Background: an optimization exercise with open tools, aiming at small area and a short achievable clock period. Do not read the settings as production practice. Only simulation tests tie the RTL to the original design; equivalence was not proved. Power is estimated from default activity; no workload was simulated.

`design.v`:
```
package alu_op_pkg;
    localparam int OP_W = 4;
    typedef enum logic [OP_W-1:0] {
        OP_FXADD = 4'd0,
        OP_FXSUB = 4'd1,
        OP_FXMUL = 4'd2,
        OP_FXMAC = 4'd3,
        OP_CLZ   = 4'd5,
        OP_LRCW  = 4'd6,
        OP_LFSR  = 4'd7
    } alu_op_e;
    typedef enum logic [1:0] {
        ST_RESET = 2'd0,  
        ST_IDLE  = 2'd1,  
        ST_EXEC  = 2'd2,  
        ST_DONE  = 2'd3   
    } alu_state_e;
endpackage
package alu_fx_pkg;
    localparam int INT_W_DEF  = 6;
    localparam int FRAC_W_DEF = 10;
    localparam int LFSR_N_TAPS = 4;
    localparam logic [4*32-1:0] LFSR_TAPS = {32'd5, 32'd3, 32'd2, 32'd0};
    localparam int unsigned LFSR_MAX_STEPS = 8;  
endpackage
module alu_decode
#(
    parameter int DATA_W = 16
) (
    input  logic              i_clk,
    input  logic              i_rst_n,
    input  logic [DATA_W-1:0] i_data_a,
    input  logic [DATA_W-1:0] i_data_b,
    input  logic [alu_op_pkg::OP_W-1:0]   i_inst,
    output logic              o_busy,
    output logic              o_valid,
    output logic              o_exec,
    output alu_op_pkg::alu_op_e           o_op,
    output logic [DATA_W-1:0] o_opa,
    output logic [DATA_W-1:0] o_opb
);
    alu_op_pkg::alu_state_e state;
    alu_op_pkg::alu_state_e state_nxt;
    always_comb begin
        case (state)
            alu_op_pkg::ST_RESET: state_nxt = alu_op_pkg::ST_IDLE;
            alu_op_pkg::ST_IDLE:  state_nxt = alu_op_pkg::ST_EXEC;
            alu_op_pkg::ST_EXEC:  state_nxt = alu_op_pkg::ST_DONE;
            alu_op_pkg::ST_DONE:  state_nxt = alu_op_pkg::ST_EXEC;  
            default:  state_nxt = alu_op_pkg::ST_EXEC;
        endcase
    end
    always_ff @(posedge i_clk or negedge i_rst_n) begin
        if (!i_rst_n) begin
            state <= alu_op_pkg::ST_RESET;
        end else begin
            state <= state_nxt;
        end
    end
    assign o_busy  = (state == alu_op_pkg::ST_RESET) || (state == alu_op_pkg::ST_EXEC);
    assign o_valid = (state == alu_op_pkg::ST_DONE);
    assign o_exec  = (state == alu_op_pkg::ST_EXEC);
    always_ff @(posedge i_clk) begin
        if (!o_busy) begin
            o_opa <= i_data_a;
            o_opb <= i_data_b;
            o_op  <= alu_op_pkg::alu_op_e'(i_inst);
        end
    end
endmodule
module alu_fx_arith
#(
    parameter int INT_W  = 6,
    parameter int FRAC_W = 10,
    parameter int DATA_W = INT_W + FRAC_W
) (
    input  alu_op_pkg::alu_op_e           i_op,
    input  logic [DATA_W-1:0] i_opa,
    input  logic [DATA_W-1:0] i_opb,
    input  logic [DATA_W-1:0] i_acc,
    output logic [DATA_W-1:0] o_res
);
    localparam int SUM_W = 2 * DATA_W + 1;  
    localparam int TOP_B = DATA_W + FRAC_W - 1;
    localparam logic [DATA_W-1:0] MAX_POS = {1'b0, {(DATA_W-1){1'b1}}};
    localparam logic [DATA_W-1:0] MIN_NEG = {1'b1, {(DATA_W-1){1'b0}}};
    logic [DATA_W:0]          as_sum;
    logic [DATA_W-1:0]        as_res;
    logic signed [2*DATA_W-1:0] mult;
    logic [SUM_W-1:0]         acc_term;
    logic [SUM_W-1:0]         prod;
    logic                     prod_fits;
    logic [DATA_W-1:0]        trunc;
    logic [DATA_W-1:0]        mul_res;
    always_comb begin
        if (i_op == alu_op_pkg::OP_FXSUB) begin
            as_sum = {i_opa[DATA_W-1], i_opa} - {i_opb[DATA_W-1], i_opb};
        end else begin
            as_sum = {i_opa[DATA_W-1], i_opa} + {i_opb[DATA_W-1], i_opb};
        end
        if (as_sum[DATA_W] != as_sum[DATA_W-1]) begin
            as_res = as_sum[DATA_W] ? MIN_NEG : MAX_POS;
        end else begin
            as_res = as_sum[DATA_W-1:0];
        end
    end
    assign mult = $signed(i_opa) * $signed(i_opb);
    assign acc_term = (i_op == alu_op_pkg::OP_FXMAC) ?
                      ({{(SUM_W-DATA_W){i_acc[DATA_W-1]}}, i_acc} << FRAC_W) : '0;
    assign prod = {mult[2*DATA_W-1], mult} + acc_term;
    assign prod_fits = (&prod[SUM_W-1:TOP_B]) || !(|prod[SUM_W-1:TOP_B]);
    assign trunc     = prod[2*DATA_W-INT_W-1 -: DATA_W];
    always_comb begin
        if (!prod_fits) begin
            mul_res = prod[SUM_W-1] ? MIN_NEG : MAX_POS;
        end else if (prod[FRAC_W-1] && (trunc == MAX_POS)) begin
            mul_res = MAX_POS;  
        end else begin
            mul_res = trunc + DATA_W'(prod[FRAC_W-1]);
        end
    end
    always_comb begin
        case (i_op)
            alu_op_pkg::OP_FXADD, alu_op_pkg::OP_FXSUB: o_res = as_res;
            alu_op_pkg::OP_FXMUL, alu_op_pkg::OP_FXMAC: o_res = mul_res;
            default:            o_res = '0;
        endcase
    end
endmodule
module alu_bit_ops
#(
    parameter int DATA_W = 16
) (
    input  alu_op_pkg::alu_op_e           i_op,
    input  logic [DATA_W-1:0] i_opa,
    input  logic [DATA_W-1:0] i_opb,
    output logic [DATA_W-1:0] o_res
);
    localparam int CNT_W = $clog2(DATA_W + 1);
    logic [DATA_W-1:0] clz_res;
    logic              clz_hit;
    logic [CNT_W-1:0]  pop;
    logic [DATA_W-1:0] lrcw_res;
    logic [DATA_W-1:0] lfsr_res;
    logic [DATA_W-1:0] lfsr_q;
    function automatic logic [DATA_W-1:0] lfsr_step(input logic [DATA_W-1:0] s);
        logic fb;
        fb = 1'b0;
        for (int t = 0; t < alu_fx_pkg::LFSR_N_TAPS; t++) begin
            fb ^= s[DATA_W-1-int'(alu_fx_pkg::LFSR_TAPS[32*t +: 32])];
        end
        lfsr_step = {s[DATA_W-2:0], fb};
    endfunction
    always_comb begin
        clz_res = DATA_W'(DATA_W);
        clz_hit = 1'b0;
        for (int i = DATA_W - 1; i >= 0; i--) begin
            if (!clz_hit && i_opa[i]) begin
                clz_res = DATA_W'(DATA_W - 1 - i);
                clz_hit = 1'b1;
            end
        end
    end
    always_comb begin
        pop = '0;
        for (int i = 0; i < DATA_W; i++) begin
            pop = pop + CNT_W'(i_opa[i]);
        end
    end
    assign lrcw_res = (i_opb << pop)
                    | (~(i_opb >> (DATA_W - pop)) & ~({DATA_W{1'b1}} << pop));
    always_comb begin
        lfsr_q = i_opa;
        for (int k = 1; k <= alu_fx_pkg::LFSR_MAX_STEPS; k++) begin
            if (k <= i_opb) begin
                lfsr_q = lfsr_step(lfsr_q);
            end
        end
        lfsr_res = (i_opb > alu_fx_pkg::LFSR_MAX_STEPS) ? '0 : lfsr_q;
    end
    always_comb begin
        case (i_op)
            alu_op_pkg::OP_CLZ:  o_res = clz_res;
            alu_op_pkg::OP_LRCW: o_res = lrcw_res;
            alu_op_pkg::OP_LFSR: o_res = lfsr_res;
            default: o_res = '0;
        endcase
    end
endmodule
module alu_result
#(
    parameter int DATA_W = 16
) (
    input  logic              i_clk,
    input  logic              i_rst_n,
    input  logic              i_exec,
    input  alu_op_pkg::alu_op_e           i_op,
    input  logic [DATA_W-1:0] i_arith_res,
    input  logic [DATA_W-1:0] i_bit_res,
    output logic [DATA_W-1:0] o_data,
    output logic [DATA_W-1:0] o_acc
);
    logic [DATA_W-1:0] res_sel;
    logic [DATA_W-1:0] res_q;
    always_comb begin
        case (i_op)
            alu_op_pkg::OP_FXADD, alu_op_pkg::OP_FXSUB, alu_op_pkg::OP_FXMUL, alu_op_pkg::OP_FXMAC: res_sel = i_arith_res;
            alu_op_pkg::OP_CLZ, alu_op_pkg::OP_LRCW, alu_op_pkg::OP_LFSR:               res_sel = i_bit_res;
            default:                                res_sel = '0;  
        endcase
    end
    always_ff @(posedge i_clk or negedge i_rst_n) begin
        if (!i_rst_n) begin
            res_q <= '0;
        end else if (i_exec) begin
            res_q <= res_sel;
        end
    end
    assign o_data = res_q;
    assign o_acc  = res_q;  
endmodule
module alu_top
#(
    parameter int INT_W  = alu_fx_pkg::INT_W_DEF,
    parameter int FRAC_W = alu_fx_pkg::FRAC_W_DEF,
    parameter int DATA_W = INT_W + FRAC_W
) (
    input  logic              i_clk,
    input  logic              i_rst_n,
    input  logic [DATA_W-1:0] i_data_a,
    input  logic [DATA_W-1:0] i_data_b,
    input  logic [alu_op_pkg::OP_W-1:0]   i_inst,
    output logic              o_busy,
    output logic              o_valid,
    output logic [DATA_W-1:0] o_data
);
    logic              exec;
    alu_op_pkg::alu_op_e           op;
    logic [DATA_W-1:0] opa;
    logic [DATA_W-1:0] opb;
    logic [DATA_W-1:0] acc;
    logic [DATA_W-1:0] arith_res;
    logic [DATA_W-1:0] bit_res;
    alu_decode #(
        .DATA_W (DATA_W)
    ) u_decode (
        .i_clk    (i_clk),
        .i_rst_n  (i_rst_n),
        .i_data_a (i_data_a),
        .i_data_b (i_data_b),
        .i_inst   (i_inst),
        .o_busy   (o_busy),
        .o_valid  (o_valid),
        .o_exec   (exec),
        .o_op     (op),
        .o_opa    (opa),
        .o_opb    (opb)
    );
    alu_fx_arith #(
        .INT_W  (INT_W),
        .FRAC_W (FRAC_W),
        .DATA_W (DATA_W)
    ) u_fx_arith (
        .i_op  (op),
        .i_opa (opa),
        .i_opb (opb),
        .i_acc (acc),
        .o_res (arith_res)
    );
    alu_bit_ops #(
        .DATA_W (DATA_W)
    ) u_bit_ops (
        .i_op  (op),
        .i_opa (opa),
        .i_opb (opb),
        .o_res (bit_res)
    );
    alu_result #(
        .DATA_W (DATA_W)
    ) u_result (
        .i_clk       (i_clk),
        .i_rst_n     (i_rst_n),
        .i_exec      (exec),
        .i_op        (op),
        .i_arith_res (arith_res),
        .i_bit_res   (bit_res),
        .o_data      (o_data),
        .o_acc       (acc)
    );
endmodule
```
`run.sh`:
```
#!/bin/bash
# synth_recipe.tcl (not shown) runs the flow's synth.tcl, then flattens the netlist and writes it again
# the make line also repeats each setting of config.mk as NAME=value (left out here)
make -C /OpenROAD-flow-scripts/flow DESIGN_CONFIG=/design/flow/config.mk WORK_HOME=/design/flow/orfs CLKGATE_MAP_FILE= SYNTH_SCRIPT=/design/flow/synth_recipe.tcl finish
```
`config.mk`:
```
export PLATFORM = sky130hd
export DESIGN_NAME = alu_top
export DESIGN_NICKNAME = alu_top
export VERILOG_FILES = /design/flow/design.v
export SDC_FILE = /design/flow/constraint.sdc
export NUM_CORES = 4
export LEC_CHECK = 0
export CAP_MARGIN = 20
export CORE_MARGIN = 2
export CORE_UTILIZATION = 40
export SLEW_MARGIN = 20
```
`constraint.sdc`:
```
create_clock -name core_clock -period 10.0 [get_ports {i_clk}]
set_input_delay 2.0000 -clock core_clock [delete_from_list [all_inputs] [get_ports {i_clk}]]
set_output_delay 2.0000 -clock core_clock [all_outputs]
set_load 0.01 [all_outputs]
```
==> run notes <==
-- flip-flops by register name (all words and copies together) (netlist names) --
register,cells
u_decode.o_opa,16
u_decode.o_opb,16
u_result.res_q,16
u_decode.o_op,4
u_decode.state,2
-- cells in the final DEF, fill, tap and decap left out, types with 35 or more instances in the layout --
cell               n
inv_1            370
fa_1             272
nand2_1          252
nor2_1           162
ha_1             132
and2_1           115
a21oi_1          113
o21ai_0           90
buf_4             87
xnor2_1           72
clkdlybuf4s50_1   55
nand3_1           46
mux2i_1           45
edfxtp_1          36
nor3_1            35
-- critical path, delay by kind of cell (launching register included) --
kind | cells | cell delay (ps)
AO/OA/AOI/OAI | 15 | 3180
XOR/XNOR | 2 | 370
adder cells (fa/ha/maj) | 8 | 3700
buffers and inverters | 6 | 640
flip-flops | 1 | 510
AND/OR/NAND/NOR | 5 | 990
-- power breakdown --
group / internal (W) / switching [W] / total, W
Clock: 0.0000961 / 0.000111 / 0.000207
Sequential: 0.000248 / 0.0000149 / 0.000263
Combinational: 0.0000421 / 0.0000301 / 0.0000722
-- what timing repair did --
action | CTS | global route
endpoints found under the setup margin | 0 | 16
gates resized for setup | 0 | 10
buffers inserted | 0 | 22
-- metal layers --
metal	up-vias	part of all wire, %	GRT usage [%]
met4	2	2.3	6.037
met5	-	0.015	0
met3	85	7.8	4.126
met2	751	44	41.86
li1	7869	-	-
met1	8610	46	39.54
-- through the flow --
| step | TNS [ps] | setup WS [ps] | instances | hold WS [ps] |
|---|---|---|---|---|
| after floorplan | 0 | 648.0 | 2357 | 469.0 |
| after global placement | 0 | 459.0 | 2959 | 497.3 |
| after detailed placement | 0 | 252.5 | 2959 | 508.2 |
| after CTS | 0 | 188.8 | 2967 | 531.8 |
| after global routing | -4.555 | -1.951 | 2989 | 569.5 |
| final | 0 | 507.5 | 2989 | 527.4 |
-- synth_stat cells (10+ instances only) --
cell type and count:
mux2i_1 45, nor4_1 11, fa_1 273, nor2_1 163, xor2_1 34, ha_1 132
o211ai_1 22, edfxtp_1 36, a21oi_1 115, clkbuf_1 109, nand2b_1 11, inv_1 371
a211oi_1 30, nor3_1 35, o21a_1 27, and3_1 29, nand3_1 46, and2_1 115
o31ai_1 14, buf_1 10, a21o_1 21, nand2_1 252, nor2b_1 20, or2_2 10
o22ai_1 11, dfrtp_1 18, nand4_1 16, a31oi_1 12, or3_1 10, o21ai_0 90
xnor2_1 72, mux2_2 12
-- cells by family after synthesis --
family                   synth area share (%)
XOR/XNOR                                5.230
multiplexers                            3.134
flip-flops                              8.042
AND/OR/NAND/NOR                         19.28
AO/OA/AOI/OAI                           16.83
adder cells (fa/ha/maj)                 37.48
buffers and inverters                   10.01
-- area by class of cell --
cell class                 instances  area, sq um
inverter                         375         1411
multi-input combinational       1799        15640
tap                              607        759.5
clock buffer                       5        125.1
fill                            4704        26000
clock inverter                     3        26.28
timing repair buffer             146         1266
sequential                        54         1533
-- path summary, 6_finish.rpt --
| kind | from | slack [ps] | end | cells after the start |
|---|---|---|---|---|
| worst max-delay path | u_decode.o_opb[5] | 510 | u_result.res_q[3] | 36 |
| worst min-delay path | u_decode.state[1] | 530 | u_decode.state[1] | 1 |
| worst max register to register | u_decode.o_opb[5] | 510 | u_result.res_q[3] | 36 |
| worst min register to register | u_decode.state[1] | 530 | u_decode.state[1] | 1 |
| max in group asynchronous | i_rst_n | 7300 | u_decode.state[0] | 1 |
| min in group asynchronous | i_rst_n | 2130 | u_result.res_q[3] | 1 |
==> results.sh <==
export IMPL_status="finished clean"
export IMPL_insertion_delay_ps=350
export IMPL_drv_slew=0
export IMPL_p_leak_nw=9.753
export IMPL_antenna_found_initial=2
export IMPL_dieArea_sq_um=49370
export IMPL_grt_pass1_wl_um=102500
export IMPL_critPathKind="reg2reg"
export IMPL_num_rows=79
export IMPL_firstDrtPassIters=6
export IMPL_clockRootBuffer="clkbuf_16"
export IMPL_setup_viol=0
export IMPL_synthArstFlopShare_pct=33.33
export IMPL_cpMostUsedCell="fa_1"
export IMPL_portBuffers=55
export IMPL_slew_headroom_pct=20.67
export IMPL_min_path_type="reg2reg"
export IMPL_dp_hpwl_um=54130
export IMPL_cpMaxStageDelayCell="fa_1"
export IMPL_fin_crit_sh_pct=94.92
export IMPL_power_w=0.0005422
export IMPL_syn_avg_cell_area_sq_um=8.079
export IMPL_netlist_cell_type_count=90
export IMPL_cts_sinks=54
export IMPL_diodes=0
export IMPL_grt_overflow_total=0
export IMPL_layout_drive_gt1_share_pct=6.255
export IMPL_crit_path_max_fanout=15
export IMPL_postSynthCellCount=2357
export IMPL_tightest_slew_ps=1183
export IMPL_placed_cell_area_sq_um=20370
export IMPL_nNetsFinal=2824
export IMPL_ant_nets=0
export IMPL_gp_congestion=0.9410
export IMPL_cap_violations=0
export IMPL_cts_hold_buf=0
export IMPL_grt_max_degree=42
export IMPL_cts_inserted_buffers=5
export IMPL_vias=17320
export IMPL_slowest_delay_ps=550
export IMPL_wl_per_cell_um=22.04
export IMPL_min_period_ps=9492
export IMPL_synth_flop_cell="edfxtp_1"
export IMPL_clkTransAtPathRegs_ps=90
export IMPL_cts_htree_levels=2
export IMPL_startpoint_type="register"
export IMPL_design_area_sq_um=20760
export IMPL_viasPerCell=5.794
export IMPL_ios=56
export IMPL_netlist_top_cells_area="fa_1 29%, ha_1 8.7%, inv_1 7.3%"
export IMPL_drc_errors=0
export IMPL_area_growth_pct=9.001
export IMPL_synth_edff_count=36
export IMPL_cts_tree="yes"
export IMPL_grt_pass1_vias=16930
export IMPL_finalHoldViolations=0
export IMPL_synth_top_cell_area_share_pct=28.70
export IMPL_core_sq_um=46750
export IMPL_fin_skew_ps=25.54
export IMPL_p_per_area_nw_per_um2=26.12
export IMPL_track_usage_pct=26.98
export IMPL_clock_fmax_mhz=105.3
export IMPL_die_h_um=222.2
export IMPL_yosysTopAreaCell="fa_1"
export IMPL_synth_seq_area_share_pct=8.042
export IMPL_utilization_pct=44.40
export IMPL_syn_area_sq_um=19040
export IMPL_synth_seq_cells=54
export IMPL_drt_iter0_drc=1868
export IMPL_start_util_pct=40.73
export IMPL_arrival_ps=9710
export IMPL_clock_path_buffers=2
export IMPL_ys_warnings_count=4
export IMPL_peakVddDrop_uv=65.04
export IMPL_die_w_um=222.2
export IMPL_drt_wl_total_um=65880
export IMPL_synth_nets=2800
export IMPL_worstPathRequired_ps=10210
export IMPL_end_kind="register"

[static timing again, ports no longer ideal]
In the flow no input, the clock included, has a driving cell. The finished layout below was timed again as built, in two steps. Step 1: set_driving_cell puts a clkbuf_16 on i_clk and a buf_2 on each other input, an assumption about the parent block. Step 2 also shifts input and output timing later by t, the mid clock arrival at the registers, as if the neighbouring blocks saw the same clock. Three values: ideal ports, drivers, drivers and shift; two values: the first two.
t, ns: 0.389
slack for setup (ns): 0.508 / 0.508 / 0.508
worst register clock-pin slew, ns: 0.09 / 0.09
worst data-port slew with drivers (ns): 0.09
After both steps this run still meets setup and hold. The setup slack of this run moves by 0.000 ns with the drivers and by 0.000 ns with both steps.
